This is an optimization exercise on Yosys and OpenROAD, whose aim is small area, a short achievable clock period and few clock cycles, not a production implementation.
The RTL was checked by simulation tests, not by an equivalence proof against the original design.

==> design.v <==
package tpu_pkg;
    localparam int ARRAY_DIM = 4;
    localparam int DATA_W = 8;
    localparam int ACC_W  = 32;
    localparam int SUM_W  = 24;
    localparam int NCY    = 5;
    localparam int OPND_WORD_W = ARRAY_DIM * DATA_W;
    localparam int C_WORD_W = ARRAY_DIM * ACC_W;
    localparam int INDEX_W = 16;
    localparam int IDX_W = 14;
    localparam int DIM_W = 8;
    localparam logic [1:0] PH_READ  = 2'd0;
    localparam logic [1:0] PH_GAP   = 2'd1;
    localparam logic [1:0] PH_DRAIN = 2'd2;
    localparam logic [1:0] PH_FIN   = 2'd3;
endpackage
`timescale 1ns/1ps
import tpu_pkg::*;
module tile_sequencer
(
    input  logic               clk,
    input  logic               rst_n,
    input  logic               start_valid,
    input  logic [DIM_W-1:0]   k_dim,
    input  logic [DIM_W-1:0]   m_dim,
    input  logic [DIM_W-1:0]   n_dim,
    output logic               start_ready,
    output logic [INDEX_W-1:0] a_index,
    output logic [INDEX_W-1:0] b_index,
    output logic               rd,
    output logic               first_k,
    output logic               tile_done,
    output logic [1:0]         tile_cols_m1
);
    logic               busy;
    logic [1:0]         phase;
    logic [DIM_W-1:0]   k_m1;
    logic [DIM_W-3:0]   m_last;
    logic [DIM_W-3:0]   n_last;
    logic [1:0]         v_last;
    logic [DIM_W-3:0]   mt_cnt;
    logic [DIM_W-3:0]   nt_cnt;
    logic [DIM_W-1:0]   k_cnt;
    logic [1:0]         cnt;
    logic [IDX_W-1:0]   a_idx;
    logic [IDX_W-1:0]   b_idx;
    logic [IDX_W-1:0]   b_base;
    logic [DIM_W-1:0]   m_dim_m1;
    logic [DIM_W-1:0]   n_dim_m1;
    logic [DIM_W-1:0]   k_m1_e;
    logic [DIM_W-3:0]   m_last_e;
    logic [DIM_W-3:0]   n_last_e;
    logic [1:0]         v_last_e;
    logic               last_k;
    logic               last_mt;
    logic               last_nt;
    assign m_dim_m1 = m_dim - 1'b1;
    assign n_dim_m1 = n_dim - 1'b1;
    assign k_m1_e   = busy ? k_m1   : k_dim - 1'b1;
    assign m_last_e = busy ? m_last : m_dim_m1[DIM_W-1:2];
    assign n_last_e = busy ? n_last : n_dim_m1[DIM_W-1:2];
    assign v_last_e = busy ? v_last : m_dim_m1[1:0];
    assign rd       = busy ? phase == PH_READ : start_valid;
    assign last_k   = k_cnt == k_m1_e;
    assign last_mt  = mt_cnt == m_last_e;
    assign last_nt  = nt_cnt == n_last_e;
    assign first_k      = k_cnt == '0;
    assign tile_done    = rd && last_k;
    assign tile_cols_m1 = last_mt ? v_last_e : 2'd3;
    always_ff @(posedge clk or negedge rst_n) begin
        if (!rst_n) begin
            busy   <= 1'b0;
            phase  <= PH_READ;
            k_m1   <= '0;
            m_last <= '0;
            n_last <= '0;
            v_last <= '0;
            mt_cnt <= '0;
            nt_cnt <= '0;
            k_cnt  <= '0;
            cnt    <= '0;
            a_idx  <= '0;
            b_idx  <= '0;
            b_base <= '0;
        end else begin
            if (!busy && start_valid) begin
                busy   <= 1'b1;
                k_m1   <= k_m1_e;
                m_last <= m_last_e;
                n_last <= n_last_e;
                v_last <= v_last_e;
            end
            if (rd) begin
                if (!last_k) begin
                    k_cnt <= k_cnt + 1'b1;
                    a_idx <= a_idx + 1'b1;
                    b_idx <= b_idx + 1'b1;
                end else begin
                    k_cnt <= '0;
                    cnt   <= tile_cols_m1;
                    if (!last_mt) begin
                        mt_cnt <= mt_cnt + 1'b1;
                        a_idx  <= a_idx + 1'b1;
                        b_idx  <= b_base;
                        phase  <= tile_cols_m1 == 2'd0 ? PH_READ : PH_GAP;
                    end else if (!last_nt) begin
                        mt_cnt <= '0;
                        nt_cnt <= nt_cnt + 1'b1;
                        a_idx  <= '0;
                        b_idx  <= b_idx + 1'b1;
                        b_base <= b_idx + 1'b1;
                        phase  <= tile_cols_m1 == 2'd0 ? PH_READ : PH_GAP;
                    end else begin
                        mt_cnt <= '0;
                        nt_cnt <= '0;
                        a_idx  <= '0;
                        b_idx  <= '0;
                        b_base <= '0;
                        phase  <= PH_DRAIN;
                    end
                end
            end else if (busy) begin
                cnt <= cnt - 1'b1;
                if (phase == PH_GAP && cnt == 2'd1) begin
                    phase <= PH_READ;
                end
                if (phase == PH_DRAIN && cnt == 2'd0) begin
                    phase <= PH_FIN;
                end
                if (phase == PH_FIN) begin
                    phase <= PH_READ;
                    busy  <= 1'b0;
                end
            end
        end
    end
    assign start_ready = !busy;
    assign a_index     = {{(INDEX_W-IDX_W){1'b0}}, a_idx};
    assign b_index     = {{(INDEX_W-IDX_W){1'b0}}, b_idx};
endmodule
`timescale 1ns/1ps
import tpu_pkg::*;
module operand_skew
(
    input  logic                   clk,
    input  logic                   rd,
    input  logic                   first_k,
    input  logic [OPND_WORD_W-1:0] a_data,
    input  logic [OPND_WORD_W-1:0] b_data,
    output logic [OPND_WORD_W-1:0] a_q,
    output logic [OPND_WORD_W-1:0] b_q,
    output logic                   clear
);
    always_ff @(posedge clk) begin
        a_q   <= rd ? a_data : '0;
        b_q   <= b_data;
        clear <= rd && first_k;
    end
endmodule
`timescale 1ns/1ps
import tpu_pkg::*;
module mac_pe
(
    input  logic              clk,
    input  logic              clear,
    input  logic [DATA_W-1:0] a_in,
    input  logic [DATA_W-1:0] b_in,
    output logic [SUM_W-1:0]  s,
    output logic [NCY-1:0]   cy
);
    logic [64-1:0]   pp;
    logic [SUM_W-1:0] sg;
    logic [NCY-1:0]   cg;
    logic [SUM_W-1:0] s_d;
    logic [NCY-1:0]   cy_d;
    logic s1;
    logic c2;
    logic s3;
    logic c4;
    logic s5;
    logic c6;
    logic s7;
    logic c8;
    logic s9;
    logic c10;
    logic s11;
    logic c12;
    logic s13;
    logic c14;
    logic s15;
    logic c16;
    logic s17;
    logic c18;
    logic s19;
    logic c20;
    logic s21;
    logic c22;
    logic s23;
    logic c24;
    logic s25;
    logic c26;
    logic s27;
    logic c28;
    logic s29;
    logic c30;
    logic s31;
    logic c32;
    logic s33;
    logic c34;
    logic s35;
    logic c36;
    logic s37;
    logic c38;
    logic s39;
    logic c40;
    logic s41;
    logic c42;
    logic s43;
    logic c44;
    logic s45;
    logic c46;
    logic s47;
    logic c48;
    logic s49;
    logic c50;
    logic s51;
    logic c52;
    logic s53;
    logic c54;
    logic s55;
    logic c56;
    logic s57;
    logic c58;
    logic s59;
    logic c60;
    logic s61;
    logic c62;
    logic s63;
    logic c64;
    logic s65;
    logic c66;
    logic s67;
    logic c68;
    logic s69;
    logic c70;
    logic s71;
    logic c72;
    logic s73;
    logic c74;
    logic s75;
    logic c76;
    logic s77;
    logic c78;
    logic s79;
    logic c80;
    logic s81;
    logic c82;
    logic s83;
    logic c84;
    logic s85;
    logic c86;
    logic s87;
    logic c88;
    logic s89;
    logic c90;
    logic s91;
    logic c92;
    logic s93;
    logic c94;
    logic s95;
    logic c96;
    logic s97;
    logic c98;
    logic s99;
    logic c100;
    logic s101;
    logic c102;
    logic s103;
    logic c104;
    logic s105;
    logic c106;
    logic s107;
    logic c108;
    logic s109;
    logic c110;
    logic s111;
    logic c112;
    logic s113;
    logic c114;
    logic s115;
    logic c116;
    logic s117;
    logic c118;
    logic s119;
    logic c120;
    logic s121;
    logic c122;
    logic s123;
    logic c124;
    for (genvar i = 0; i < DATA_W; i++) begin : g_pp
        for (genvar k = 0; k < DATA_W; k++) begin : g_k
            assign pp[i*DATA_W+k] = a_in[i] & b_in[k];
        end
    end
    assign sg = s & {SUM_W{!clear}};
    assign cg = cy & {5{!clear}};
    assign s1 = pp[4] ^ pp[11];
    assign c2 = pp[4] & pp[11];
    assign s3 = pp[5] ^ pp[12] ^ pp[19];
    assign c4 = (pp[5] & pp[12]) | (pp[5] & pp[19]) | (pp[12] & pp[19]);
    assign s5 = pp[6] ^ pp[13] ^ pp[20];
    assign c6 = (pp[6] & pp[13]) | (pp[6] & pp[20]) | (pp[13] & pp[20]);
    assign s7 = pp[27] ^ pp[34];
    assign c8 = pp[27] & pp[34];
    assign s9 = pp[7] ^ pp[14] ^ pp[21];
    assign c10 = (pp[7] & pp[14]) | (pp[7] & pp[21]) | (pp[14] & pp[21]);
    assign s11 = pp[28] ^ pp[35] ^ pp[42];
    assign c12 = (pp[28] & pp[35]) | (pp[28] & pp[42]) | (pp[35] & pp[42]);
    assign s13 = pp[49] ^ pp[56];
    assign c14 = pp[49] & pp[56];
    assign s15 = pp[15] ^ pp[22] ^ pp[29];
    assign c16 = (pp[15] & pp[22]) | (pp[15] & pp[29]) | (pp[22] & pp[29]);
    assign s17 = pp[36] ^ pp[43] ^ pp[50];
    assign c18 = (pp[36] & pp[43]) | (pp[36] & pp[50]) | (pp[43] & pp[50]);
    assign s19 = pp[57] ^ sg[8] ^ cg[1];
    assign c20 = (pp[57] & sg[8]) | (pp[57] & cg[1]) | (sg[8] & cg[1]);
    assign s21 = pp[23] ^ pp[30] ^ pp[37];
    assign c22 = (pp[23] & pp[30]) | (pp[23] & pp[37]) | (pp[30] & pp[37]);
    assign s23 = pp[44] ^ pp[51] ^ pp[58];
    assign c24 = (pp[44] & pp[51]) | (pp[44] & pp[58]) | (pp[51] & pp[58]);
    assign s25 = pp[31] ^ pp[38] ^ pp[45];
    assign c26 = (pp[31] & pp[38]) | (pp[31] & pp[45]) | (pp[38] & pp[45]);
    assign s27 = pp[3] ^ pp[10];
    assign c28 = pp[3] & pp[10];
    assign s29 = pp[18] ^ pp[25] ^ pp[32];
    assign c30 = (pp[18] & pp[25]) | (pp[18] & pp[32]) | (pp[25] & pp[32]);
    assign s31 = sg[4] ^ cg[0];
    assign c32 = sg[4] & cg[0];
    assign s33 = pp[26] ^ pp[33] ^ pp[40];
    assign c34 = (pp[26] & pp[33]) | (pp[26] & pp[40]) | (pp[33] & pp[40]);
    assign s35 = sg[5] ^ s3 ^ c2;
    assign c36 = (sg[5] & s3) | (sg[5] & c2) | (s3 & c2);
    assign s37 = pp[41] ^ pp[48] ^ sg[6];
    assign c38 = (pp[41] & pp[48]) | (pp[41] & sg[6]) | (pp[48] & sg[6]);
    assign s39 = s5 ^ s7 ^ c4;
    assign c40 = (s5 & s7) | (s5 & c4) | (s7 & c4);
    assign s41 = sg[7] ^ s9 ^ s11;
    assign c42 = (sg[7] & s9) | (sg[7] & s11) | (s9 & s11);
    assign s43 = s13 ^ c6 ^ c8;
    assign c44 = (s13 & c6) | (s13 & c8) | (c6 & c8);
    assign s45 = s15 ^ s17 ^ s19;
    assign c46 = (s15 & s17) | (s15 & s19) | (s17 & s19);
    assign s47 = c10 ^ c12 ^ c14;
    assign c48 = (c10 & c12) | (c10 & c14) | (c12 & c14);
    assign s49 = sg[9] ^ s21 ^ s23;
    assign c50 = (sg[9] & s21) | (sg[9] & s23) | (s21 & s23);
    assign s51 = c16 ^ c18 ^ c20;
    assign c52 = (c16 & c18) | (c16 & c20) | (c18 & c20);
    assign s53 = pp[52] ^ pp[59] ^ sg[10];
    assign c54 = (pp[52] & pp[59]) | (pp[52] & sg[10]) | (pp[59] & sg[10]);
    assign s55 = s25 ^ c22 ^ c24;
    assign c56 = (s25 & c22) | (s25 & c24) | (c22 & c24);
    assign s57 = pp[39] ^ pp[46] ^ pp[53];
    assign c58 = (pp[39] & pp[46]) | (pp[39] & pp[53]) | (pp[46] & pp[53]);
    assign s59 = pp[60] ^ sg[11] ^ c26;
    assign c60 = (pp[60] & sg[11]) | (pp[60] & c26) | (sg[11] & c26);
    assign s61 = pp[47] ^ pp[54] ^ pp[61];
    assign c62 = (pp[47] & pp[54]) | (pp[47] & pp[61]) | (pp[54] & pp[61]);
    assign s63 = sg[12] ^ cg[2];
    assign c64 = sg[12] & cg[2];
    assign s65 = pp[55] ^ pp[62];
    assign c66 = pp[55] & pp[62];
    assign s67 = pp[2] ^ pp[9];
    assign c68 = pp[2] & pp[9];
    assign s69 = pp[17] ^ pp[24] ^ sg[3];
    assign c70 = (pp[17] & pp[24]) | (pp[17] & sg[3]) | (pp[24] & sg[3]);
    assign s71 = s1 ^ s29 ^ s31;
    assign c72 = (s1 & s29) | (s1 & s31) | (s29 & s31);
    assign s73 = s33 ^ s35 ^ c30;
    assign c74 = (s33 & s35) | (s33 & c30) | (s35 & c30);
    assign s75 = s37 ^ s39 ^ c34;
    assign c76 = (s37 & s39) | (s37 & c34) | (s39 & c34);
    assign s77 = s41 ^ s43 ^ c38;
    assign c78 = (s41 & s43) | (s41 & c38) | (s43 & c38);
    assign s79 = s45 ^ s47 ^ c42;
    assign c80 = (s45 & s47) | (s45 & c42) | (s47 & c42);
    assign s81 = s49 ^ s51 ^ c46;
    assign c82 = (s49 & s51) | (s49 & c46) | (s51 & c46);
    assign s83 = s53 ^ s55 ^ c50;
    assign c84 = (s53 & s55) | (s53 & c50) | (s55 & c50);
    assign s85 = s57 ^ s59 ^ c54;
    assign c86 = (s57 & s59) | (s57 & c54) | (s59 & c54);
    assign s87 = s61 ^ s63 ^ c58;
    assign c88 = (s61 & s63) | (s61 & c58) | (s63 & c58);
    assign s89 = sg[13] ^ s65 ^ c62;
    assign c90 = (sg[13] & s65) | (sg[13] & c62) | (s65 & c62);
    assign s91 = pp[63] ^ sg[14];
    assign c92 = pp[63] & sg[14];
    assign s93 = pp[1] ^ pp[8];
    assign c94 = pp[1] & pp[8];
    assign s95 = pp[16] ^ sg[2] ^ s67;
    assign c96 = (pp[16] & sg[2]) | (pp[16] & s67) | (sg[2] & s67);
    assign s97 = s27 ^ s69 ^ c68;
    assign c98 = (s27 & s69) | (s27 & c68) | (s69 & c68);
    assign s99 = c28 ^ s71 ^ c70;
    assign c100 = (c28 & s71) | (c28 & c70) | (s71 & c70);
    assign s101 = c32 ^ s73 ^ c72;
    assign c102 = (c32 & s73) | (c32 & c72) | (s73 & c72);
    assign s103 = c36 ^ s75 ^ c74;
    assign c104 = (c36 & s75) | (c36 & c74) | (s75 & c74);
    assign s105 = c40 ^ s77 ^ c76;
    assign c106 = (c40 & s77) | (c40 & c76) | (s77 & c76);
    assign s107 = c44 ^ s79 ^ c78;
    assign c108 = (c44 & s79) | (c44 & c78) | (s79 & c78);
    assign s109 = c48 ^ s81 ^ c80;
    assign c110 = (c48 & s81) | (c48 & c80) | (s81 & c80);
    assign s111 = c52 ^ s83 ^ c82;
    assign c112 = (c52 & s83) | (c52 & c82) | (s83 & c82);
    assign s113 = c56 ^ s85 ^ c84;
    assign c114 = (c56 & s85) | (c56 & c84) | (s85 & c84);
    assign s115 = c60 ^ s87 ^ c86;
    assign c116 = (c60 & s87) | (c60 & c86) | (s87 & c86);
    assign s117 = c64 ^ s89 ^ c88;
    assign c118 = (c64 & s89) | (c64 & c88) | (s89 & c88);
    assign s119 = c66 ^ s91 ^ c90;
    assign c120 = (c66 & s91) | (c66 & c90) | (s91 & c90);
    assign s121 = sg[15] ^ c92;
    assign c122 = sg[15] & c92;
    assign s123 = sg[16] ^ cg[3];
    assign c124 = sg[16] & cg[3];
    assign {cy_d[0], s_d[3:0]} = 5'({s97, s95, sg[1], pp[0]}) + 5'({c96, c94, s93, sg[0]});
    assign {cy_d[1], s_d[7:4]} = 5'({s105, s103, s101, s99}) + 5'({c104, c102, c100, c98});
    assign {cy_d[2], s_d[11:8]} = 5'({s113, s111, s109, s107}) + 5'({c112, c110, c108, c106});
    assign {cy_d[3], s_d[15:12]} = 5'({s121, s119, s117, s115}) + 5'({c120, c118, c116, c114});
    assign {cy_d[4], s_d[19:16]} = 5'({sg[19], sg[18], sg[17], s123}) + 5'({1'b0, 1'b0, c124, c122});
    assign s_d[23:20] = {sg[23], sg[22], sg[21], sg[20]} + {1'b0, 1'b0, 1'b0, cg[4]};
    always_ff @(posedge clk) begin
        s  <= s_d;
        cy <= cy_d;
    end
endmodule
module sum_resolve
(
    input  logic [SUM_W-1:0] s,
    input  logic [NCY-1:0]   cy,
    output logic [SUM_W-1:0] sum
);
    assign sum = s + ((SUM_W'(cy[0]) << 4) | (SUM_W'(cy[1]) << 8) | (SUM_W'(cy[2]) << 12) | (SUM_W'(cy[3]) << 16) | (SUM_W'(cy[4]) << 20));
endmodule
`timescale 1ns/1ps
import tpu_pkg::*;
module result_drain
(
    input  logic                                 clk,
    input  logic                                 rst_n,
    input  logic                                 start_accept,
    input  logic                                 tile_done,
    input  logic [1:0]                           tile_cols_m1,
    input  logic [ARRAY_DIM*ARRAY_DIM*SUM_W-1:0] s_flat,
    input  logic [ARRAY_DIM*ARRAY_DIM*NCY-1:0]   cy_flat,
    output logic                                 c_wr_en,
    output logic [INDEX_W-1:0]                   c_index,
    output logic [C_WORD_W-1:0]                  c_data
);
    logic             wpend;
    logic [1:0]       wn_m1;
    logic             take;
    logic [1:0]       wcol;
    logic [1:0]       wrem;
    logic [IDX_W-1:0] c_idx;
    logic [SUM_W-1:0] c_sum [ARRAY_DIM];
    always_ff @(posedge clk or negedge rst_n) begin
        if (!rst_n) begin
            wpend   <= 1'b0;
            wn_m1   <= '0;
            take    <= 1'b0;
            wcol    <= '0;
            wrem    <= '0;
            c_wr_en <= 1'b0;
        end else begin
            wpend   <= tile_done;
            wn_m1   <= tile_cols_m1;
            c_wr_en <= take;
            if (wpend) begin
                take <= 1'b1;
                wcol <= '0;
                wrem <= wn_m1;
            end else if (take && wrem != '0) begin
                wcol <= wcol + 1'b1;
                wrem <= wrem - 1'b1;
            end else begin
                take <= 1'b0;
            end
        end
    end
    for (genvar r = 0; r < ARRAY_DIM; r++) begin : g_lane
        logic [SUM_W-1:0] s_sel;
        logic [NCY-1:0]   cy_sel;
        logic [SUM_W-1:0] sum;
        always_comb begin
            case (wcol)
                2'd0:    begin s_sel = s_flat[(r*ARRAY_DIM+0)*SUM_W +: SUM_W]; cy_sel = cy_flat[(r*ARRAY_DIM+0)*NCY +: NCY]; end
                2'd1:    begin s_sel = s_flat[(r*ARRAY_DIM+1)*SUM_W +: SUM_W]; cy_sel = cy_flat[(r*ARRAY_DIM+1)*NCY +: NCY]; end
                2'd2:    begin s_sel = s_flat[(r*ARRAY_DIM+2)*SUM_W +: SUM_W]; cy_sel = cy_flat[(r*ARRAY_DIM+2)*NCY +: NCY]; end
                default: begin s_sel = s_flat[(r*ARRAY_DIM+3)*SUM_W +: SUM_W]; cy_sel = cy_flat[(r*ARRAY_DIM+3)*NCY +: NCY]; end
            endcase
        end
        sum_resolve sum_resolve_i (
            .s   (s_sel),
            .cy  (cy_sel),
            .sum (sum)
        );
        always_ff @(posedge clk) begin
            c_sum[r] <= sum;
        end
        assign c_data[C_WORD_W-1-r*ACC_W -: ACC_W] = {{(ACC_W-SUM_W){1'b0}}, c_sum[r]};
    end
    always_ff @(posedge clk or negedge rst_n) begin
        if (!rst_n) begin
            c_idx <= '0;
        end else if (start_accept) begin
            c_idx <= '0;
        end else if (c_wr_en) begin
            c_idx <= c_idx + 1'b1;
        end
    end
    assign c_index = {{(INDEX_W-IDX_W){1'b0}}, c_idx};
endmodule
`timescale 1ns/1ps
import tpu_pkg::*;
module systolic_tpu
(
    input  logic                   clk,
    input  logic                   rst_n,
    input  logic                   start_valid,
    output logic                   start_ready,
    input  logic [DIM_W-1:0]       k_dim,
    input  logic [DIM_W-1:0]       m_dim,
    input  logic [DIM_W-1:0]       n_dim,
    output logic [INDEX_W-1:0]     a_index,
    input  logic [OPND_WORD_W-1:0] a_data,
    output logic [INDEX_W-1:0]     b_index,
    input  logic [OPND_WORD_W-1:0] b_data,
    output logic                   c_wr_en,
    output logic [INDEX_W-1:0]     c_index,
    output logic [C_WORD_W-1:0]    c_data
);
    logic                                 rd;
    logic                                 first_k;
    logic                                 tile_done;
    logic [1:0]                           tile_cols_m1;
    logic                                 clear;
    logic [OPND_WORD_W-1:0]               a_q;
    logic [OPND_WORD_W-1:0]               b_q;
    logic [ARRAY_DIM*ARRAY_DIM*SUM_W-1:0] s_flat;
    logic [ARRAY_DIM*ARRAY_DIM*NCY-1:0]   cy_flat;
    tile_sequencer tile_sequencer_i (
        .clk          (clk),
        .rst_n        (rst_n),
        .start_valid  (start_valid),
        .k_dim        (k_dim),
        .m_dim        (m_dim),
        .n_dim        (n_dim),
        .start_ready  (start_ready),
        .a_index      (a_index),
        .b_index      (b_index),
        .rd           (rd),
        .first_k      (first_k),
        .tile_done    (tile_done),
        .tile_cols_m1 (tile_cols_m1)
    );
    operand_skew operand_skew_i (
        .clk     (clk),
        .rd      (rd),
        .first_k (first_k),
        .a_data  (a_data),
        .b_data  (b_data),
        .a_q     (a_q),
        .b_q     (b_q),
        .clear   (clear)
    );
    for (genvar r = 0; r < ARRAY_DIM; r++) begin : g_row
        for (genvar c = 0; c < ARRAY_DIM; c++) begin : g_col
            mac_pe mac_pe_i (
                .clk   (clk),
                .clear (clear),
                .a_in  (a_q[OPND_WORD_W-1-c*DATA_W -: DATA_W]),
                .b_in  (b_q[OPND_WORD_W-1-r*DATA_W -: DATA_W]),
                .s     (s_flat[(r*ARRAY_DIM+c)*SUM_W +: SUM_W]),
                .cy    (cy_flat[(r*ARRAY_DIM+c)*NCY +: NCY])
            );
        end
    end
    result_drain result_drain_i (
        .clk          (clk),
        .rst_n        (rst_n),
        .start_accept (start_valid && start_ready),
        .tile_done    (tile_done),
        .tile_cols_m1 (tile_cols_m1),
        .s_flat       (s_flat),
        .cy_flat      (cy_flat),
        .c_wr_en      (c_wr_en),
        .c_index      (c_index),
        .c_data       (c_data)
    );
endmodule
==> run.sh <==
#!/bin/bash
# synth_recipe.tcl (not shown) runs the flow's synth.tcl, then flattens the netlist and writes it again
# the make line also repeats each setting of config.mk as NAME=value (left out here)
make -C /OpenROAD-flow-scripts/flow DESIGN_CONFIG=/design/flow/config.mk WORK_HOME=/design/flow/orfs CLKGATE_MAP_FILE= SYNTH_SCRIPT=/design/flow/synth_recipe.tcl finish
==> config.mk <==
export PLATFORM = sky130hd
export DESIGN_NAME = systolic_tpu
export DESIGN_NICKNAME = systolic_tpu
export VERILOG_FILES = /design/flow/design.v
export SDC_FILE = /design/flow/constraint.sdc
export NUM_CORES = 4
export LEC_CHECK = 0
export CAP_MARGIN = 20
export CORE_MARGIN = 2
export CORE_UTILIZATION = 40
export SETUP_SLACK_MARGIN = 2.5
export SLEW_MARGIN = 20
==> constraint.sdc <==
create_clock -name core_clock -period 7.0 [get_ports {clk}]
set_input_delay 1.4000 -clock core_clock [delete_from_list [all_inputs] [get_ports {clk}]]
set_output_delay 1.4000 -clock core_clock [all_outputs]
set_load 0.01 [all_outputs]
==> results of run 1 <==
==> stage by stage <==
step	cell area, sq um	hold WS, ps
2_1_floorplan	64410	367.7
3_3_place_gp	68450	380.9
3_5_place_dp	68460	391.0
4_1_cts	71800	397.8
5_1_grt	71930	407.4
6_report	71930	396.3
==> worst reg2reg max path: stages (launching register included) <==
cell     delay [ps]
dfxtp_2         710
buf_4           320
nand2_1         100
fa_1            510
inv_1            60
fa_1            500
fa_1            580
fa_1            440
ha_1            250
fa_1            410
a21o_1          180
a21o_1          170
==> flip-flops by register name, indices dropped and copies added, names as in the netlist, 6 cells and up <==
signal,count
g_row.g_col.mac_pe_i.cy,80
g_row.g_col.mac_pe_i.s,384
operand_skew_i.a_q,32
operand_skew_i.b_q,32
result_drain_i.c_idx,14
result_drain_i.c_sum,96
tile_sequencer_i.a_idx,14
tile_sequencer_i.b_base,14
tile_sequencer_i.b_idx,14
tile_sequencer_i.k_cnt,8
tile_sequencer_i.k_m1,8
tile_sequencer_i.m_last,6
tile_sequencer_i.mt_cnt,6
tile_sequencer_i.n_last,6
tile_sequencer_i.nt_cnt,6
==> layer usage <==
layer  up-vias  track usage [%]
li1      20990                -
met1     23030            26.40
met2      1063            38.15
met3       301            2.834
met4         0            7.338
met5         -                0
==> cells in the mapped netlist (all sizes together) (14+ instances only) <==
| library cell | n |
|---|---|
| nand3 | 54 |
| nor3 | 22 |
| nand4 | 19 |
| o21ai | 113 |
| dfxtp | 625 |
| o31ai | 25 |
| mux2i | 40 |
| nand2 | 614 |
| xnor2 | 239 |
| a222oi | 114 |
| nand2b | 134 |
| fa | 880 |
| inv | 929 |
| nor4 | 14 |
| and2 | 581 |
| clkbuf | 329 |
| nor2b | 373 |
| dfrtp | 112 |
| nor2 | 197 |
| and3 | 17 |
| xor2 | 102 |
| a21oi | 203 |
| buf | 63 |
| ha | 552 |
| a31oi | 17 |
| a21o | 138 |
| and3b | 15 |
==> timing repair <==
| item | 4_1_cts | 5_1_grt |
|---|---|---|
| pin swaps | 1 | 0 |
| gates cloned | 0 | 1 |
| setup endpoints to repair | 33 | 60 |
| resized for setup | 7 | 25 |
| buffers inserted | 3 | 1 |
==> kinds of logic (layout without fill, tap and decap cells) <==
logic type	Yosys count	count (layout)	share of synthesized area (%)
simple gates	2091	2091	17.23
buf+inv	1323	1426	7.972
compound gates	695	695	7.460
fa+ha+maj	1432	1432	38.16
flops	737	737	23.83
other cells	1	40	0.005835
xor+xnor	342	342	4.684
mux	42	42	0.6580
==> worst paths after layout <==
kind	start	endpoint	cells after the start
max	m_dim[0]	tile_sequencer_i.nt_cnt[4]$_DFFE_PN0P_	10
max in group asynchronous	rst_n	tile_sequencer_i.a_idx[4]$_DFFE_PN0P_	2
min	result_drain_i.take$_DFFE_PN0P_	result_drain_i.c_wr_en$_DFF_PN0_	0
min reg2reg	result_drain_i.take$_DFFE_PN0P_	result_drain_i.c_wr_en$_DFF_PN0_	0
max reg2reg	operand_skew_i.b_q[29]$_DFF_P_	g_row[0].g_col[0].mac_pe_i.cy[2]$_DFF_P_	11
min in group asynchronous	rst_n	tile_sequencer_i.b_idx[5]$_DFFE_PN0P_	1
==> area by class of cell <==
| class | instances | area [sq um] | share of cell area (%) |
|---|---|---|---|
| antenna | 2 | 5.005 | 0.006958 |
| clock buffer | 134 | 2738 | 3.806 |
| clock inverter | 44 | 520.5 | 0.7236 |
| inverter | 931 | 3500 | 4.865 |
| multi-input combinational | 4640 | 44060 | 61.26 |
| sequential | 737 | 15370 | 21.36 |
| tap | 2086 | 2610 | 3.629 |
| timing repair buffer | 317 | 3127 | 4.347 |
==> results.cfg, run 1 <==
[yosys]
synth_cells = 6663
async_flop_share_pct = 15.20
synth_edf_count = 0
ys_ff_latch = 737
synth_top_area_share_pct = 27.41
yosysWarnings = 5
seq_area_frac_synth_pct = 23.83
syn_area_sq_um = 64270
synth.distinct_cells = 73
synth.area.top_cells = fa_1, dfxtp_1, ha_1
yosysTopAreaCell = fa_1
yosys_most_used_dff = dfxtp_1
syn_area_per_cell_sq_um = 9.646

[timing]
report.final.hold_viol_count = 0
worst_pin_slew_ps = 920.2
period_minus_slack_ps = 4386
setup_viol_count_final = 0
clock.fmax_mhz = 228.0
period_share_pct = 62.65
relSlewSlack_pct = 38.65
grt_setup_unrepaired = yes
fin_skew_ps = 48.69
tns_ps = 0
fin_ws_ps = 2614
drv_slew = 0

[cells_and_area]
fillers = 15220
final_cell_mix = inv_1, fa_1, nand2_1, dfxtp_1, and2_1
final_cell_count_no_fill = 8891
final_common_cell = inv_1
drive_gt1_share_pct = 4.719
fin_nets = 8247
utilization_pct = 44.95
area_delta_synth_final_pct = 11.92

[routing]
met2WireLength_um = 85550
top_layer = met4
dr.pass1.iters = 8
viasPerCell = 5.104
ant_nets = 0
drc = 0
drt-met1-wl_um = 70960
wl_met3_um = 8346
num_vias = 45380
drt_iter0_markers = 2595
avgRoutedWirePerCell_um = 19.18
drt_wl_total_um = 170500

[setup_path]
cpPeakStageDelay_ps = 610
critPathMaxFanout = 21
worst_path_most_repeated_cell = or4_4
timing.critical_path.buf_inv = 2
critPathCaptureType = flip-flop
cp_slowest_cell = or4_4
r2r_slack_ps = 2670
cp.required_ps = 7660
cp_top_family = simple AND/OR/NAND/NOR gates
arrival_ps = 5040
critPathLaunchType = input port
path_class = in -> reg
worstPathCellList = clkdlybuf4s50_1 > or4_4 > o31a_1 > o31ai_2 > xnor2_1 > or3_4 > or2_1 > buf_4 > or4_4 > o211ai_2

[die]
coreArea_sq_um = 160000
dieArea_sq_um = 163900
die_h_um = 404.8
die_x_um = 404.8
io_pins = 269
start_util_pct = 40.16
rows = 147

[global_route]
grt-ovfl-total = 0
antenna_found_initial = 13
track_usage_pct = 21.38
grt_pass1_vias = 49600
grt_max_degree = 195
grt_pass1_wl_um = 274400

[cts]
cts_max_level = 3
worst_skew_pair.late_latency_ps = 740
cts_sinks = 737
postCtsHoldBufs = 0
path_clk_slew_ps = 60
cts_tree = done
cts_root_buf = clkbuf_16
cts_buffer_depth = 3
cts_buffers = 97

[place]
hpwlAfterDp_um = 118200
dp.cells = 8706
io_buffers = 230
gp_congestion = 0.8205
place_ws_ps = 1730

[flow_run]
maxCapViolations = 0

[min_path]
worstHoldPathType = reg -> reg

[status]
status = finished clean
Testbench counts, summed over its fixed seeds: cycles 43,639.
==> run 2: changes to the inputs <==
--- a/config.mk
+++ b/config.mk
@@ -7,2 +7,3 @@
 export LEC_CHECK = 0
+export ABC_CLOCK_PERIOD_IN_PS = 3500
 export CAP_MARGIN = 20
@@ -10,3 +11,3 @@
 export CORE_UTILIZATION = 40
-export SETUP_SLACK_MARGIN = 2.5
+export SETUP_SLACK_MARGIN = 3.5
 export SLEW_MARGIN = 20
==> results.cfg, run 2 <==
[timing]
tns_ps = 0
worst_pin_slew_ps = 1017
fin_ws_ps = 3123
setup_viol_count_final = 0
clock.fmax_mhz = 257.9
relSlewSlack_pct = 32.17
fin_skew_ps = 45.03
report.final.hold_viol_count = 0
hold_slack_ps = 398.3
period_share_pct = 55.38
period_minus_slack_ps = 3877
drv_slew = 0
grt_setup_unrepaired = yes

[cts]
worst_skew_pair.late_latency_ps = 740
path_clk_slew_ps = 60
cts_buffers = 96
cts_buffer_depth = 3
cts_root_buf = clkbuf_16
cts_max_level = 3
cts_sinks = 737
cts_tree = done

[routing]
drc = 0
avgRoutedWirePerCell_um = 23.73
ant_nets = 0
drt_iter0_markers = 4099
drt_wl_total_um = 222500
num_vias = 49910
viasPerCell = 5.323
dr.pass1.iters = 8

[yosys]
synth_edf_count = 0
synth_top_area_share_pct = 27.41
post-synth-top-count-cell = inv_1
seq_area_frac_synth_pct = 23.83
synth.distinct_cells = 73
yosysWarnings = 5
async_flop_share_pct = 15.20
ys_ff_latch = 737
syn_area_sq_um = 64270
synth_top_cells_by_count = inv_1, fa_1, dfxtp_1
synth_cells = 6663
yosys_most_used_dff = dfxtp_1
yosysTopAreaCell = fa_1
synth.area.top_cells = fa_1, dfxtp_1, ha_1
syn_area_per_cell_sq_um = 9.646

[cells_and_area]
fin_nets = 8722
reg_top3 = g_row.g_col.mac_pe_i.s (384), result_drain_i.c_sum (96), g_row.g_col.mac_pe_i.cy (80)
final_cell_count_no_fill = 9375
area_delta_synth_final_pct = 28.58
final_cell_mix = inv_1, fa_1, dfxtp_1, nand2_1, and2_1
final_cell_area_sq_um = 82640
drive_gt1_share_pct = 20.29
utilization_pct = 51.65
largest_register = g_row.g_col.mac_pe_i.s
final_common_cell = inv_1
largest_reg_flops = 384

[place]
placed_cell_area_sq_um = 68890
io_buffers = 230
gp_congestion = 0.8245
hpwlAfterDp_um = 117800
place_ws_ps = 1947
dp.cells = 8699

[die]
start_util_pct = 40.16
dieArea_sq_um = 163900
die_x_um = 404.8
rows = 147
io_pins = 269
die_h_um = 404.8
coreArea_sq_um = 160000

[status]
status = finished clean

[global_route]
grt-ovfl-total = 0
track_usage_pct = 26.49
grt_pass1_wl_um = 325300
grt_pass1_vias = 51920
grt_max_degree = 73
antenna_found_initial = 21

[min_path]
hold_depth = 0
worstHoldPathType = reg -> reg

[setup_path]
cp.required_ps = 7630
reg2regPathDepth = 11
critPathLaunchType = flip-flop
path_class = reg -> reg
critPathMaxFanout = 7
critPathCaptureType = flip-flop
arrival_ps = 4510

[flow_run]
maxCapViolations = 0
==> run 2: changes by cell type in the layout (fill, tap and decap cells not counted), moves of 94 or more <==
| cell | previous run | this run |
|---|---|---|
| inv_1 | 929 | 792 |
| buf_12 | 4 | 132 |
| fa_2 | 0 | 160 |
| inv_2 | 0 | 136 |
| buf_4 | 72 | 198 |
| fa_1 | 880 | 720 |
| buf_6 | 7 | 101 |
==> run 2: path summary, 6_finish.rpt <==
kind                                                      start                                        to  slack, ps
min in group asynchronous                                 rst_n    tile_sequencer_i.m_last[1]$_DFFE_PN0P_        640
worst max register to register     operand_skew_i.clear$_DFF_P_  g_row[0].g_col[0].mac_pe_i.cy[2]$_DFF_P_       3120
worst max-delay path               operand_skew_i.clear$_DFF_P_  g_row[0].g_col[0].mac_pe_i.cy[2]$_DFF_P_       3120
worst min register to register  result_drain_i.take$_DFFE_PN0P_          result_drain_i.c_wr_en$_DFF_PN0_        400
max in group asynchronous                                 rst_n        result_drain_i.wcol[0]$_DFFE_PN0P_       5250
worst min-delay path            result_drain_i.take$_DFFE_PN0P_          result_drain_i.c_wr_en$_DFF_PN0_        400
==> run 2: kinds of logic after synthesis <==
group | share of synthesized area, %
compound gates | 7.460
xor+xnor | 4.684
fa+ha+maj | 38.16
buf+inv | 7.972
flops | 23.83
mux | 0.6580
other cells | 0.005835
simple gates | 17.23
==> run 2: routing by layer <==
layer / up-vias / wire length [um] / track usage [%]
li1: 22020 / - / -
met1: 25310 / 86550 / 33.32
met2: 1998 / 100500 / 42.47
met3: 566 / 20600 / 6.233
met4: 10 / 14740 / 13.43
met5: - / 64 / 0
==> run 2: area by class of cell <==
cell class / count / area (sq um)
antenna: 10 / 25.02
clock buffer: 137 / 2716
clock inverter: 41 / 565.5
fill: 14140 / 77370
inverter: 931 / 3518
multi-input combinational: 4643 / 46740
sequential: 737 / 15540
tap: 2086 / 2610
timing repair buffer: 790 / 10920
==> run 2: worst max-delay path, stage by stage, from the launching register on <==
cell,delay [ps]
dfxtp_4,390
buf_12,190
buf_16,190
nor2b_4,60
fa_1,550
fa_1,450
fa_2,560
fa_1,440
ha_2,210
fa_2,360
a21o_1,200
a21o_1,180
==> run 2: what timing repair did <==
item,CTS,global route
resized for setup,729,394
gates cloned,69,23
pin swaps,389,353
hold buffers,0,0
endpoints found under the setup margin,377,254
setup buffers,250,146
endpoints found under the hold margin,0,0
==> run 3: changes to the inputs <==
--- a/design.v
+++ b/design.v
@@ -56,2 +56,3 @@
     logic               last_nt;
+    logic [1:0]         gap;
     assign m_dim_m1 = m_dim - 1'b1;
@@ -69,2 +70,4 @@
     assign tile_cols_m1 = last_mt ? v_last_e : 2'd3;
+    assign gap = k_m1_e[DIM_W-1:2] == '0 && tile_cols_m1 > k_m1_e[1:0] ?
+                 tile_cols_m1 - k_m1_e[1:0] : 2'd0;
     always_ff @(posedge clk or negedge rst_n) begin
@@ -99,3 +102,3 @@
                     k_cnt <= '0;
-                    cnt   <= tile_cols_m1;
+                    cnt   <= gap;
                     if (!last_mt) begin
@@ -104,3 +107,3 @@
                         b_idx  <= b_base;
-                        phase  <= tile_cols_m1 == 2'd0 ? PH_READ : PH_GAP;
+                        phase  <= gap == 2'd0 ? PH_READ : PH_GAP;
                     end else if (!last_nt) begin
@@ -111,3 +114,3 @@
                         b_base <= b_idx + 1'b1;
-                        phase  <= tile_cols_m1 == 2'd0 ? PH_READ : PH_GAP;
+                        phase  <= gap == 2'd0 ? PH_READ : PH_GAP;
                     end else begin
@@ -118,2 +121,3 @@
                         b_base <= '0;
+                        cnt    <= tile_cols_m1;
                         phase  <= PH_DRAIN;
@@ -144,15 +148,32 @@
 (
-    input  logic                   clk,
-    input  logic                   rd,
-    input  logic                   first_k,
-    input  logic [OPND_WORD_W-1:0] a_data,
-    input  logic [OPND_WORD_W-1:0] b_data,
-    output logic [OPND_WORD_W-1:0] a_q,
-    output logic [OPND_WORD_W-1:0] b_q,
-    output logic                   clear
+    input  logic                                 clk,
+    input  logic                                 rd,
+    input  logic                                 first_k,
+    input  logic [OPND_WORD_W-1:0]               a_data,
+    input  logic [OPND_WORD_W-1:0]               b_data,
+    output logic [OPND_WORD_W-1:0]               a_col,
+    output logic [ARRAY_DIM*OPND_WORD_W-1:0]     b_col,
+    output logic [ARRAY_DIM-1:0]                 clr_col
 );
+    logic [OPND_WORD_W-1:0] b_dly [ARRAY_DIM];
+    logic                   clr_dly [ARRAY_DIM];
     always_ff @(posedge clk) begin
-        a_q   <= rd ? a_data : '0;
-        b_q   <= b_data;
-        clear <= rd && first_k;
+        b_dly[0]   <= b_data;
+        clr_dly[0] <= rd && first_k;
+        for (int c = 1; c < ARRAY_DIM; c++) begin
+            b_dly[c]   <= b_dly[c-1];
+            clr_dly[c] <= clr_dly[c-1];
+        end
+    end
+    for (genvar c = 0; c < ARRAY_DIM; c++) begin : g_col
+        logic [DATA_W-1:0] a_dly [c+1];
+        always_ff @(posedge clk) begin
+            a_dly[0] <= rd ? a_data[OPND_WORD_W-1-c*DATA_W -: DATA_W] : '0;
+            for (int i = 1; i <= c; i++) begin
+                a_dly[i] <= a_dly[i-1];
+            end
+        end
+        assign a_col[OPND_WORD_W-1-c*DATA_W -: DATA_W]        = a_dly[c];
+        assign b_col[c*OPND_WORD_W +: OPND_WORD_W]            = b_dly[c];
+        assign clr_col[c]                                     = clr_dly[c];
     end
@@ -551,5 +572,5 @@
     logic [1:0]                           tile_cols_m1;
-    logic                                 clear;
-    logic [OPND_WORD_W-1:0]               a_q;
-    logic [OPND_WORD_W-1:0]               b_q;
+    logic [ARRAY_DIM-1:0]                 clr_col;
+    logic [OPND_WORD_W-1:0]               a_col;
+    logic [ARRAY_DIM*OPND_WORD_W-1:0]     b_col;
     logic [ARRAY_DIM*ARRAY_DIM*SUM_W-1:0] s_flat;
@@ -577,5 +598,5 @@
         .b_data  (b_data),
-        .a_q     (a_q),
-        .b_q     (b_q),
-        .clear   (clear)
+        .a_col   (a_col),
+        .b_col   (b_col),
+        .clr_col (clr_col)
     );
@@ -585,5 +606,5 @@
                 .clk   (clk),
-                .clear (clear),
-                .a_in  (a_q[OPND_WORD_W-1-c*DATA_W -: DATA_W]),
-                .b_in  (b_q[OPND_WORD_W-1-r*DATA_W -: DATA_W]),
+                .clear (clr_col[c]),
+                .a_in  (a_col[OPND_WORD_W-1-c*DATA_W -: DATA_W]),
+                .b_in  (b_col[c*OPND_WORD_W + OPND_WORD_W-1-r*DATA_W -: DATA_W]),
                 .s     (s_flat[(r*ARRAY_DIM+c)*SUM_W +: SUM_W]),
==> results.cfg, run 3 <==
[status]
status = finished clean

[die]
dieArea_sq_um = 174900
start_util_pct = 40.13
coreArea_sq_um = 171000
rows = 152
die_h_um = 418.2
die_x_um = 418.2
io_pins = 269

[routing]
drt_wl_total_um = 235900
drt_iter0_markers = 4548
dr.pass1.iters = 7
drc = 0
viasPerCell = 5.217
ant_nets = 0
num_vias = 51980
avgRoutedWirePerCell_um = 23.67

[global_route]
grt_pass1_vias = 53540
grt-ovfl-total = 0
grt_max_degree = 96
antenna_found_initial = 35
grt_pass1_wl_um = 339600
track_usage_pct = 26.24

[yosys]
yosys_most_used_dff = dfxtp_1
synth_edf_count = 0
synth-compound-area-share_pct = 7.050
synth-xor-area-share_pct = 4.564
yosysWarnings = 11
post-synth-top-count-cell = inv_1
synthMuxAreaShare_pct = 0.3410
synth_cells = 6963
yosysTopAreaCell = fa_1
synthAdderAreaFrac_pct = 35.81
ys_ff_latch = 884
yosys.area_share.simple_pct = 17.61
seq_area_frac_synth_pct = 26.61
synth.area.top_cells = fa_1, dfxtp_1, ha_1
synth_top_area_share_pct = 25.70
synth_top_cells_by_count = inv_1, fa_1, and2_1
synth.distinct_cells = 80
async_flop_share_pct = 12.67
syn_area_per_cell_sq_um = 9.854
syn_area_sq_um = 68610
synth_top_family_by_area = adder cells

[cts]
cts_sinks = 884
cts_root_buf = clkbuf_16
cts_buffers = 108
cts_tree = done
worst_skew_pair.late_latency_ps = 790
cts_buffer_depth = 3
path_clk_slew_ps = 60
cts_max_level = 3

[cells_and_area]
final_common_cell = inv_1
multiInputGateArea_sq_um = 47830
final_cell_area_sq_um = 87500
largest_register = g_row.g_col.mac_pe_i.s
drive_gt1_share_pct = 21.34
fin_nets = 9149
largest_reg_flops = 384
area_delta_synth_final_pct = 27.53
reg_top3 = g_row.g_col.mac_pe_i.s (384), operand_skew_i.b_dly (128), result_drain_i.c_sum (96)
final_cell_mix = inv_1, fa_1, and2_1, dfxtp_1, ha_1
register_area_sq_um = 18500
fillers = 15040

[timing]
worst_pin_slew_ps = 1317
clock.fmax_mhz = 257.3
grt_setup_unrepaired = yes
period_minus_slack_ps = 3886
report.final.hold_viol_count = 0
drv_slew = 0
relSlewSlack_pct = 12.17
setup_viol_count_final = 0
period_share_pct = 55.52
tns_ps = 0
fin_skew_ps = 57.64

[setup_path]
cpPeakStageDelay_ps = 580
path_class = in -> reg
worst_path_most_repeated_cell = buf_6
cp_slowest_cell = or4_4
cp.required_ps = 7670
cp_top_family = buffers and inverters
critPathMaxFanout = 6
critPathCaptureType = flip-flop
critPathLaunchType = input port
arrival_ps = 4550
worstPathCellList = buf_12 > buf_8 > or4_4 > a32o_2 > a21oi_2 > a41oi_2 > or4_4 > nor2_4 > buf_4 > buf_6 > buf_6 > buf_6 > buf_6 > buf_6 > buf_6 > buf_6 > buf_6 > buf_6 > buf_6 > buf_6 > buf_6 > buf_6 > inv_4
timing.critical_path.buf_inv = 17

[flow_run]
maxCapViolations = 0

[place]
placed_cell_area_sq_um = 73530
hpwlAfterDp_um = 142700
gp_congestion = 0.8602
io_buffers = 230

[min_path]
worstHoldPathType = reg -> reg
run 3: timing repair:
item | CTS | global route
gates resized for setup | 778 | 465
setup endpoints to repair | 341 | 282
cloned | 35 | 15
setup buffers | 333 | 136
pin swaps | 481 | 389
hold buffers | 0 | 0
run 3: layout make-up:
cell class,count,share of cell area (%)
Multi-Input combinational cell,4702,54.66
Sequential cell,884,21.14
Timing Repair Buffer,808,11.68
Inverter,1119,4.866
Clock buffer,141,3.498
Tap cell,2233,3.193
Clock inverter,59,0.9223
Antenna cell,17,0.04862
run 3: worst paths after layout:
path | from | endpoint | slack [ps] | depth (start not counted)
max | m_dim[3] | result_drain_i.wn_m1[0]$_DFF_PN0_ | 3110 | 23
min | operand_skew_i.g_col[2].a_dly[1][2]$_DFF_P_ | operand_skew_i.g_col[2].a_dly[2][2]$_DFF_P_ | 320 | 0
max reg2reg | operand_skew_i.g_col[1].a_dly[1][5]$_DFF_P_ | g_row[1].g_col[1].mac_pe_i.cy[2]$_DFF_P_ | 3130 | 13
min reg2reg | operand_skew_i.g_col[2].a_dly[1][2]$_DFF_P_ | operand_skew_i.g_col[2].a_dly[2][2]$_DFF_P_ | 320 | 0
max in group asynchronous | rst_n | tile_sequencer_i.busy$_DFF_PN0_ | 4990 | 2
min in group asynchronous | rst_n | tile_sequencer_i.m_last[1]$_DFFE_PN0P_ | 730 | 1
run 3: cells by family (layout without fill, tap and decap cells):
group,after synthesis,in the layout
AND/OR/NAND/NOR,2140,2141
other,1,55
AO/OA/AOI/OAI,709,709
buffers and inverters,1415,2127
multiplexers,23,23
adder cells (fa/ha/maj),1435,1435
flip-flops,884,884
XOR/XNOR,356,356
run 3: routing by layer:
metal	vias up	part of all wire (%)	GRT usage [%]
li1	23070	-	-
met1	26190	40	33.79
met2	2117	46	41.80
met3	583	8.5	4.910
met4	14	6.1	13.96
met5	-	0.041	0
run 3: per-stage QoR:
stage | instances | setup slack, ps | utilization [%] | hold slack [ps]
final | 9963 | 3114 | 51.18 | 316.0
after global routing | 9952 | 3023 | 51.16 | 320.3
after CTS | 9792 | 3143 | 49.43 | 318.9
after detailed placement | 9224 | 1690 | 43.01 | 312.0
after global placement | 9219 | 1771 | 42.99 | 310.7
after floorplan | 7000 | 2532 | - | 309.5
Testbench counts of run 3, summed over its fixed seeds: cycles 41,281.
==> run 4: changes to the inputs <==
--- a/design.v
+++ b/design.v
@@ -35,2 +35,3 @@
     logic               busy;
+    logic               first;
     logic [1:0]         phase;
@@ -49,6 +50,7 @@
     logic [DIM_W-1:0]   n_dim_m1;
-    logic [DIM_W-1:0]   k_m1_e;
-    logic [DIM_W-3:0]   m_last_e;
-    logic [DIM_W-3:0]   n_last_e;
-    logic [1:0]         v_last_e;
+    logic               accept;
+    logic               step;
+    logic               k1_first;
+    logic [IDX_W-1:0]   a_cur;
+    logic [IDX_W-1:0]   b_cur;
     logic               last_k;
@@ -59,15 +61,24 @@
     assign n_dim_m1 = n_dim - 1'b1;
-    assign k_m1_e   = busy ? k_m1   : k_dim - 1'b1;
-    assign m_last_e = busy ? m_last : m_dim_m1[DIM_W-1:2];
-    assign n_last_e = busy ? n_last : n_dim_m1[DIM_W-1:2];
-    assign v_last_e = busy ? v_last : m_dim_m1[1:0];
-    assign rd       = busy ? phase == PH_READ : start_valid;
-    assign last_k   = k_cnt == k_m1_e;
-    assign last_mt  = mt_cnt == m_last_e;
-    assign last_nt  = nt_cnt == n_last_e;
-    assign first_k      = k_cnt == '0;
-    assign tile_done    = rd && last_k;
-    assign tile_cols_m1 = last_mt ? v_last_e : 2'd3;
-    assign gap = k_m1_e[DIM_W-1:2] == '0 && tile_cols_m1 > k_m1_e[1:0] ?
-                 tile_cols_m1 - k_m1_e[1:0] : 2'd0;
+    assign accept   = start_valid && !busy;
+    assign step     = busy && phase == PH_READ;
+    assign k1_first = first && k_m1 == '0;
+    assign a_cur    = k1_first ? '0 : a_idx;
+    assign b_cur    = k1_first ? '0 : b_idx;
+    assign last_k   = k1_first || k_cnt == k_m1;
+    assign last_mt  = mt_cnt == m_last;
+    assign last_nt  = nt_cnt == n_last;
+    assign rd           = accept || (step && !k1_first);
+    assign first_k      = accept || k_cnt == '0;
+    assign tile_done    = step && last_k;
+    assign tile_cols_m1 = last_mt ? v_last : 2'd3;
+    assign gap = k_m1[DIM_W-1:2] == '0 && tile_cols_m1 > k_m1[1:0] ?
+                 tile_cols_m1 - k_m1[1:0] : 2'd0;
+    always_ff @(posedge clk) begin
+        if (accept) begin
+            k_m1   <= k_dim - 1'b1;
+            m_last <= m_dim_m1[DIM_W-1:2];
+            n_last <= n_dim_m1[DIM_W-1:2];
+            v_last <= m_dim_m1[1:0];
+        end
+    end
     always_ff @(posedge clk or negedge rst_n) begin
@@ -75,7 +86,4 @@
             busy   <= 1'b0;
+            first  <= 1'b0;
             phase  <= PH_READ;
-            k_m1   <= '0;
-            m_last <= '0;
-            n_last <= '0;
-            v_last <= '0;
             mt_cnt <= '0;
@@ -88,10 +96,10 @@
         end else begin
-            if (!busy && start_valid) begin
-                busy   <= 1'b1;
-                k_m1   <= k_m1_e;
-                m_last <= m_last_e;
-                n_last <= n_last_e;
-                v_last <= v_last_e;
-            end
-            if (rd) begin
+            first <= accept;
+            if (accept) begin
+                busy  <= 1'b1;
+                phase <= PH_READ;
+                k_cnt <= 8'd1;
+                a_idx <= 14'd1;
+                b_idx <= 14'd1;
+            end else if (step) begin
                 if (!last_k) begin
@@ -105,3 +113,3 @@
                         mt_cnt <= mt_cnt + 1'b1;
-                        a_idx  <= a_idx + 1'b1;
+                        a_idx  <= a_cur + 1'b1;
                         b_idx  <= b_base;
@@ -112,4 +120,4 @@
                         a_idx  <= '0;
-                        b_idx  <= b_idx + 1'b1;
-                        b_base <= b_idx + 1'b1;
+                        b_idx  <= b_cur + 1'b1;
+                        b_base <= b_cur + 1'b1;
                         phase  <= gap == 2'd0 ? PH_READ : PH_GAP;
--- a/config.mk
+++ b/config.mk
@@ -7,3 +7,2 @@
 export LEC_CHECK = 0
-export ABC_CLOCK_PERIOD_IN_PS = 3500
 export CAP_MARGIN = 20
@@ -11,3 +10,3 @@
 export CORE_UTILIZATION = 40
-export SETUP_SLACK_MARGIN = 3.5
+export SETUP_SLACK_MARGIN = 3.0
 export SLEW_MARGIN = 20
==> results.cfg, run 4 <==
[status]
status = finished clean

[die]
coreArea_sq_um = 165400
die_x_um = 412.7
die_h_um = 412.7
rows = 149
start_util_pct = 40.40
io_pins = 269
dieArea_sq_um = 170300

[setup_path]
worstPathCellList = inv_1 > ha_4 > buf_16 > a222oi_1 > a21oi_1 > ha_1 > inv_1 > or3_1 > o221ai_4 > a41oi_2 > o21ai_2 > nand2_1 > xnor2_1
arrival_ps = 4560
critPathCaptureType = flip-flop
critPathMaxFanout = 26
worst_path_most_repeated_cell = inv_1
critPathLaunchType = flip-flop
cp_slowest_cell = a222oi_1
cp.required_ps = 7630
cpPeakStageDelay_ps = 830
path_class = reg -> reg

[timing]
grt_setup_unrepaired = yes
clock.fmax_mhz = 254.8
hold_slack_ps = 308.3
drv_slew = 0
worst_pin_slew_ps = 1233
tns_ps = 0
fin_skew_ps = 69.07
period_minus_slack_ps = 3924
period_share_pct = 56.06
relSlewSlack_pct = 17.83
setup_viol_count_final = 0
report.final.hold_viol_count = 0

[routing]
dr.pass1.iters = 12
drc = 0
drt_iter0_markers = 3748
viasPerCell = 5.118
avgRoutedWirePerCell_um = 21.01
ant_nets = 0
drt_wl_total_um = 192500
num_vias = 46900

[global_route]
track_usage_pct = 22.30
grt_pass1_wl_um = 290800
grt_max_degree = 102
antenna_found_initial = 6
grt_pass1_vias = 48810
grt-ovfl-total = 0

[cts]
cts_tree = done
path_clk_slew_ps = 60
postCtsHoldBufs = 0
worst_skew_pair.late_latency_ps = 750
cts_max_level = 3
cts_sinks = 885
cts_buffers = 105
cts_buffer_depth = 3
cts_root_buf = clkbuf_16

[cells_and_area]
multiInputGateArea_sq_um = 43910
area_delta_synth_final_pct = 14.32
utilization_pct = 46.19
final_common_cell = inv_1
final_cell_mix = inv_1, fa_1, dfxtp_1, nand2_1, and2_1
final_cell_area_sq_um = 76380
largest_register = g_row.g_col.mac_pe_i.s
register_area_sq_um = 18510
reg_top3 = g_row.g_col.mac_pe_i.s (384), operand_skew_i.b_dly (128), result_drain_i.c_sum (96)
largest_reg_flops = 384
fillers = 15490
drive_gt1_share_pct = 5.853
fin_nets = 8411

[place]
hpwlAfterDp_um = 138700
io_buffers = 230
gp_congestion = 0.8906
placed_cell_area_sq_um = 71310

[yosys]
synth_edf_count = 22
async_flop_share_pct = 10.28
synth_cells = 6659
synth.area.top_cells = fa_1, dfxtp_1, ha_1
syn_area_sq_um = 66810
synth_top_cells_by_count = inv_1, fa_1, dfxtp_1
synth_top_area_share_pct = 26.40
yosysWarnings = 11
yosys_most_used_dff = dfxtp_1
seq_area_frac_synth_pct = 27.53
synth.distinct_cells = 74
ys_ff_latch = 885
yosysTopAreaCell = fa_1
syn_area_per_cell_sq_um = 10.03
post-synth-top-count-cell = inv_1

[min_path]
worstHoldPathType = reg -> reg

[flow_run]
maxCapViolations = 0
## run 4: cell type report
type,instances,share of cell area [%]
sequential,885,24.23
multi-input combinational,4604,57.49
tap,2189,3.586
timing repair buffer,357,5.386
inverter,930,4.580
clock buffer,136,3.777
antenna,3,0.009828
clock inverter,59,0.9419
## run 4: kinds of logic (layout without fill, tap and decap cells)
group | after synthesis | count (layout) | synth area share [%]
buffers and inverters | 1207 | 1482 | 7.127
AOI/OAI and AO/OA | 655 | 655 | 6.912
and+or+nand+nor | 2094 | 2094 | 16.56
muxes | 40 | 40 | 0.6030
xor gates and xnor gates | 340 | 340 | 4.457
adders and majority gates | 1437 | 1437 | 36.81
other | 1 | 41 | 0.005613
DFF | 885 | 885 | 27.53
## run 4: critical path, delay by kind of cell (launching register included)
kind | cells | cell delay [ps]
AOI/OAI and AO/OA | 5 | 1610
xor gates and xnor gates | 1 | 120
adders and majority gates | 2 | 690
buffers and inverters | 3 | 440
DFF | 1 | 430
and+or+nand+nor | 2 | 480
## run 4: worst paths after layout
| check | start | to | cells after the start | slack, ps |
|---|---|---|---|---|
| worst min register to register | operand_skew_i.g_col[3].a_dly[0][4]$_SDFF_PN0_ | operand_skew_i.g_col[3].a_dly[1][4]$_DFF_P_ | 0 | 310 |
| worst min-delay path | operand_skew_i.g_col[3].a_dly[0][4]$_SDFF_PN0_ | operand_skew_i.g_col[3].a_dly[1][4]$_DFF_P_ | 0 | 310 |
| worst max register to register | result_drain_i.wcol[1]$_DFFE_PN0P_ | result_drain_i.c_sum[2][23]$_DFF_P_ | 13 | 3080 |
| worst max-delay path | result_drain_i.wcol[1]$_DFFE_PN0P_ | result_drain_i.c_sum[2][23]$_DFF_P_ | 13 | 3080 |
| min in group asynchronous | rst_n | tile_sequencer_i.mt_cnt[4]$_DFFE_PN0P_ | 1 | 650 |
| max in group asynchronous | rst_n | result_drain_i.wcol[0]$_DFFE_PN0P_ | 2 | 5180 |
## run 4: per-layer routing
layer | vias up | global-route usage [%] | wire [um] | part of all wire, %
li1 | 21390 | - | - | -
met4 | 4 | 5.619 | 5209 | 2.7
met1 | 23660 | 32.20 | 87280 | 45
met5 | - | 0 | 28 | 0.015
met3 | 256 | 5.504 | 17580 | 9.1
met2 | 1588 | 33.27 | 82380 | 43
## run 4: per-stage QoR
step	instances	worst slack, ps
finish	9163	3076
global placement	8902	2569
global route	9160	2974
detailed placement	8903	2434
floorplan	6696	2982
CTS	9113	2990
## run 4: repair_timing
item	CTS	global route
pin swaps	6	11
cloned	0	13
setup buffers	15	26
resized for setup	62	117
setup endpoints to repair	127	85
hold endpoints to repair	0	0
Testbench counts of run 4, summed over its fixed seeds: cycles 41,281.

## afterwards: timing with drivers on the ports
How much do the figures lean on ideal ports? The routed layouts below were timed once more, with nothing changed but the port constraints.
Step 1, drivers: a clkbuf_16 drives clk and a buf_2 each remaining input, both assumed.
Step 2 moves the port delays by t, midway between the first and last clock arrival at a register: inputs arrive t later, outputs are due t later. That takes back most of the time a late clock gives input paths.
Three values: ideal, step 1, step 2; two values: the first two.
run	t (ns)	slack for setup (ns)	worst data-port slew with drivers (ns)
run 1	0.800	2.614 / 2.662 / 1.862	0.09
run 2	0.805	3.123 / 3.123 / 2.814	0.06
run 3	0.854	3.114 / 3.128 / 2.304	0.12
run 4	0.806	3.076 / 3.076 / 3.076	0.08
After both steps every run listed still meets setup and hold. The setup slack of run 3, which loses most, moves by +0.014 ns with the drivers and by -0.810 ns with both steps.
